This design comes from an exercise in tuning for small area, a short achievable clock period and few clock cycles on the open sky130 flow, not from production work.
In this exercise RTL edits were held to simulation tests only and were not proved equivalent to the original.
The clock port is modelled as an ideal driver; clocking choices that lean on that would not hold on a real chip.
No activity file was given, so power comes from the tool's default toggle rates.

## round_robin_thread_scheduler
module round_robin_thread_scheduler
#(
  parameter int MAX_THREADS = 16
) (
  input  wire logic        clk_i,
  input  wire logic        rst_ni,
  input  wire logic        in_valid_i,
  output logic             in_stall_o,
  input  wire logic [2:0]  mode_i,
  input  wire logic [3:0]  thread_id_i,
  input  wire logic [15:0] sleep_quanta_i,
  output logic             out_valid_o,
  input  wire logic        out_stall_i,
  output logic [1:0]       status_o,
  output logic [31:0]      result_value_o,
  output logic [3:0]       running_thread_o,
  output logic             running_valid_o,
  output logic [31:0]      total_quanta_o
);
For scale: about 3,600 cells after synthesis, ~1,100 flip-flops, roughly 100 I/O pins, about 48,000 sq um of cells after synthesis.
export LEC_CHECK = 0
export CAP_MARGIN = 20
export CORE_MARGIN = 2
export CORE_UTILIZATION = 52
export PLACE_DENSITY = 0.62
export SLEW_MARGIN = 20
export TNS_END_PERCENT = 0
create_clock -name core_clock -period 12.0 [get_ports {clk_i}]
standard.sh (not shown) runs the stock make flow with config.mk's settings and CLKGATE_MAP_FILE= SYNTH_SCRIPT=/design/flow/synth_recipe.tcl, a recipe that flattens the netlist after the stock synthesis.
==> flow/flow/run.sh <==
#!/bin/bash
# Standard layout with a tighter setup repair target (the clock stays at the design's period),
# a clock tree of fewer buffers and no dummy loads, port buffers sized up before clock tree
# synthesis, and cells stepped down in size after it wherever the worst slack allows.
cp standard.sh standard_copy.txt
export SETUP_SLACK_MARGIN=${SETUP_SLACK_MARGIN_OVERRIDE:-8.6}
export CTS_ARGS="-sink_clustering_enable -repair_clock_nets -dont_use_dummy_load -sink_clustering_size 22 -sink_clustering_max_diameter 100 -buf_list {sky130_fd_sc_hd__clkbuf_16}"
export PRE_CTS_TCL=$PWD/flow/iobuf.tcl
export POST_CTS_TCL=$PWD/flow/downsize.tcl
export REMOVE_ABC_BUFFERS=1
bash standard.sh > standard.log 2>&1
Other scripts of this flow, unchanged in this note and not shown: flow/flow/downsize.tcl, flow/flow/iobuf.tcl
The baseline completed without violations.
Testbench counts at the start, summed over its fixed seeds: cycles 49,907.
Then changed:
--- a/flow/flow/run.sh
+++ b/flow/flow/run.sh
@@ -8,4 +8,3 @@
 export PRE_CTS_TCL=$PWD/flow/iobuf.tcl
 export POST_CTS_TCL=$PWD/flow/downsize.tcl
-export REMOVE_ABC_BUFFERS=1
 bash standard.sh > standard.log 2>&1
--- a/flow/config.mk
+++ b/flow/config.mk
@@ -10,4 +10,4 @@
 export CORE_UTILIZATION = 52
 export PLACE_DENSITY = 0.62
-export SLEW_MARGIN = 20
+export SLEW_MARGIN = 35
 export TNS_END_PERCENT = 0
Outcome:
- The changed run passed the timing, design-rule and antenna checks
- count of clock-buffer cells in the layout came out lower by 1
- cell area barely changes
- final cell count is about the same
- sequential cell count does not change
- power came out lower by 0.84%
- clock power is about the same
- register-to-register slack improved by 0.07 ns
Then changed:
--- a/flow/config.mk
+++ b/flow/config.mk
@@ -10,4 +10,4 @@
 export CORE_UTILIZATION = 52
 export PLACE_DENSITY = 0.62
-export SLEW_MARGIN = 35
+export SLEW_MARGIN = 40
 export TNS_END_PERCENT = 0
=>
- total power hardly moves
- final cell count stays flat
- worst hold slack barely changes
- register-to-register slack is better by 0.04 ns
- synthesized cell count stays the same
- count of clock-buffer cells in the layout does not change
- worst setup slack improves by 0.047 ns
- sequential share of layout area stays flat
- die area stays the same
- design area hardly moves
- clock power barely changes


## run 1
round_robin_thread_scheduler, a different RTL version from the one above (not shown whole).
Size in the first run: roughly 3800 cells after synthesis, ~1100 flip-flops.
export LEC_CHECK = 0
export CAP_MARGIN = 20
export CORE_MARGIN = 2
export CORE_UTILIZATION = 40
export SLEW_MARGIN = 20
create_clock -name core_clock -period 12.0 [get_ports {clk_i}]
==> flow/flow/run.sh <==
#!/bin/bash
# Standard layout with a tighter setup repair target (the clock stays at the design's period),
# a clock tree of smaller buffers, larger sink clusters and no dummy loads, and port buffers
# sized up before clock tree synthesis.
cp standard.sh standard_copy.txt
export SETUP_SLACK_MARGIN=${SETUP_SLACK_MARGIN_OVERRIDE:-8.4}
export CTS_ARGS="-sink_clustering_enable -repair_clock_nets -dont_use_dummy_load -sink_clustering_size 22 -sink_clustering_max_diameter 100 -buf_list {sky130_fd_sc_hd__clkbuf_16}"
export PRE_CTS_TCL=$PWD/flow/iobuf.tcl
bash standard.sh > standard.log 2>&1
==> flow/flow/iobuf.tcl <==
# Size up the port buffers: the standard flow leaves slow delay cells or small buffers on the
# ports whose paths already meet the repair target.
proc iobuf_fix { inst } {
  set cell [get_property $inst ref_name]
  if { [string match "*dly*" $cell] || [string match "*__buf_1" $cell] || [string match "*__buf_2" $cell] } {
    puts "iobuf: [get_full_name $inst] $cell -> sky130_fd_sc_hd__buf_4"
    replace_cell [get_full_name $inst] sky130_fd_sc_hd__buf_4
  }
}
foreach port [all_outputs] {
  set net [get_nets -quiet [get_full_name $port]]
  if { $net == "" } { continue }
  foreach pin [get_pins -quiet -of_objects $net -filter "direction == output"] {
    iobuf_fix [get_cells -of_objects $pin]
  }
}
foreach port [all_inputs] {
  set name [get_full_name $port]
  if { $name == "clk_i" } { continue }
  set net [get_nets -quiet $name]
  if { $net == "" } { continue }
  foreach pin [get_pins -quiet -of_objects $net -filter "direction == input"] {
    iobuf_fix [get_cells -of_objects $pin]
  }
}
Testbench counts of run 1, summed over its fixed seeds: cycles 49,907.
#### Input delta (run 2 over run 1)
- swapping 40 for 55 in CORE_UTILIZATION
- putting PLACE_DENSITY at 0.65 where nothing was set
- Every run in the comparison, run 1 and run 2, completed the flow with a clean layout.
- Relative to run 1, the non-clock buffer instance count of the final layout of run 2 is higher by about 7%.
- Area of the die, run 1 and run 2, lower one = run 2.
- input pin to register as the class of the most critical setup path was reported by run 2, and register to output pin by run 1.
- Diff run 1 -> run 2: post-cts repair resize count grew by 9, initial antenna violation count now sits lower.
Inputs modified between run 2 and run 3:
- changing PLACE_DENSITY from 0.65 to 0.7
- changing CORE_UTILIZATION from 55 to 60
Notes after the runs:
- Run 3 and run 2 all finish clean.
- Compared to run 2, run 3 has worst path arrival time 0.10 ns lower.
- The wire length reported by the detailed router was comparable across run 3 and run 2.
- Run 3 gives more number of search-and-repair iterations in the first detailed-routing pass than run 2 did.
- Summary: with run 2 as the reference, net switching power in run 3 moved down slightly.
- Of run 3 and run 2, it is run 3 that has the higher worst setup slack.
- Delta (run 3 minus run 2): number of violations reported at the end of detailed-routing iteration 0 picked up an extra 872; global routing met3 resource utilization picked up an extra 0.94 points.
- | worst hold slack across all endpoints | lower: run 2 |
- Run 2 → run 3: highest ir drop seen on vdd climbed about 12%; relative contribution of combinational cells to total power dropped 0.5 points; layout inverter count without the clock tree now sits higher.

## separate check: timing with driven ports
No port has a modelled driver above. Below, the same layouts with a new extraction and two added sets of constraints. Step 1 (the two cells are an assumption about what drives the block):
set clk [get_ports {clk_i}]
set_driving_cell -lib_cell sky130_fd_sc_hd__clkbuf_16 $clk
set_driving_cell -lib_cell sky130_fd_sc_hd__buf_2 [delete_from_list [all_inputs] $clk]
Step 2 times the ports against the registers' clock, not the clock port: input delays grow and output delays shrink by t, the midpoint of the rising clock arrivals with the driver on. a / b / c = no drivers / after step 1 / after step 2; a / b = the first two.
| run | t, ns | setup slack, ns | hold slack, ns |
|---|---|---|---|
| the first run of note 1 | 0.719 | 8.226 / 8.176 / 7.582 | 0.483 / 0.483 / 0.483 |
| the second run of note 1 | 0.713 | 8.278 / 8.204 / 7.584 | 0.492 / 0.492 / 0.492 |
| the third run of note 1 | 0.709 | 8.325 / 8.251 / 7.579 | 0.490 / 0.490 / 0.490 |
| run 1 | 0.737 | 8.147 / 8.071 / 7.414 | 0.476 / 0.476 / 0.476 |
| run 2 | 0.709 | 8.092 / 8.063 / 7.355 | 0.459 / 0.459 / 0.459 |
| run 3 | 0.712 | 8.168 / 8.095 / 7.448 | 0.469 / 0.469 / 0.469 |
After both steps setup and hold are still met in every run listed. The setup slack of the third run of note 1, which loses most, moves by -0.074 ns with the drivers and by -0.746 ns with both steps.
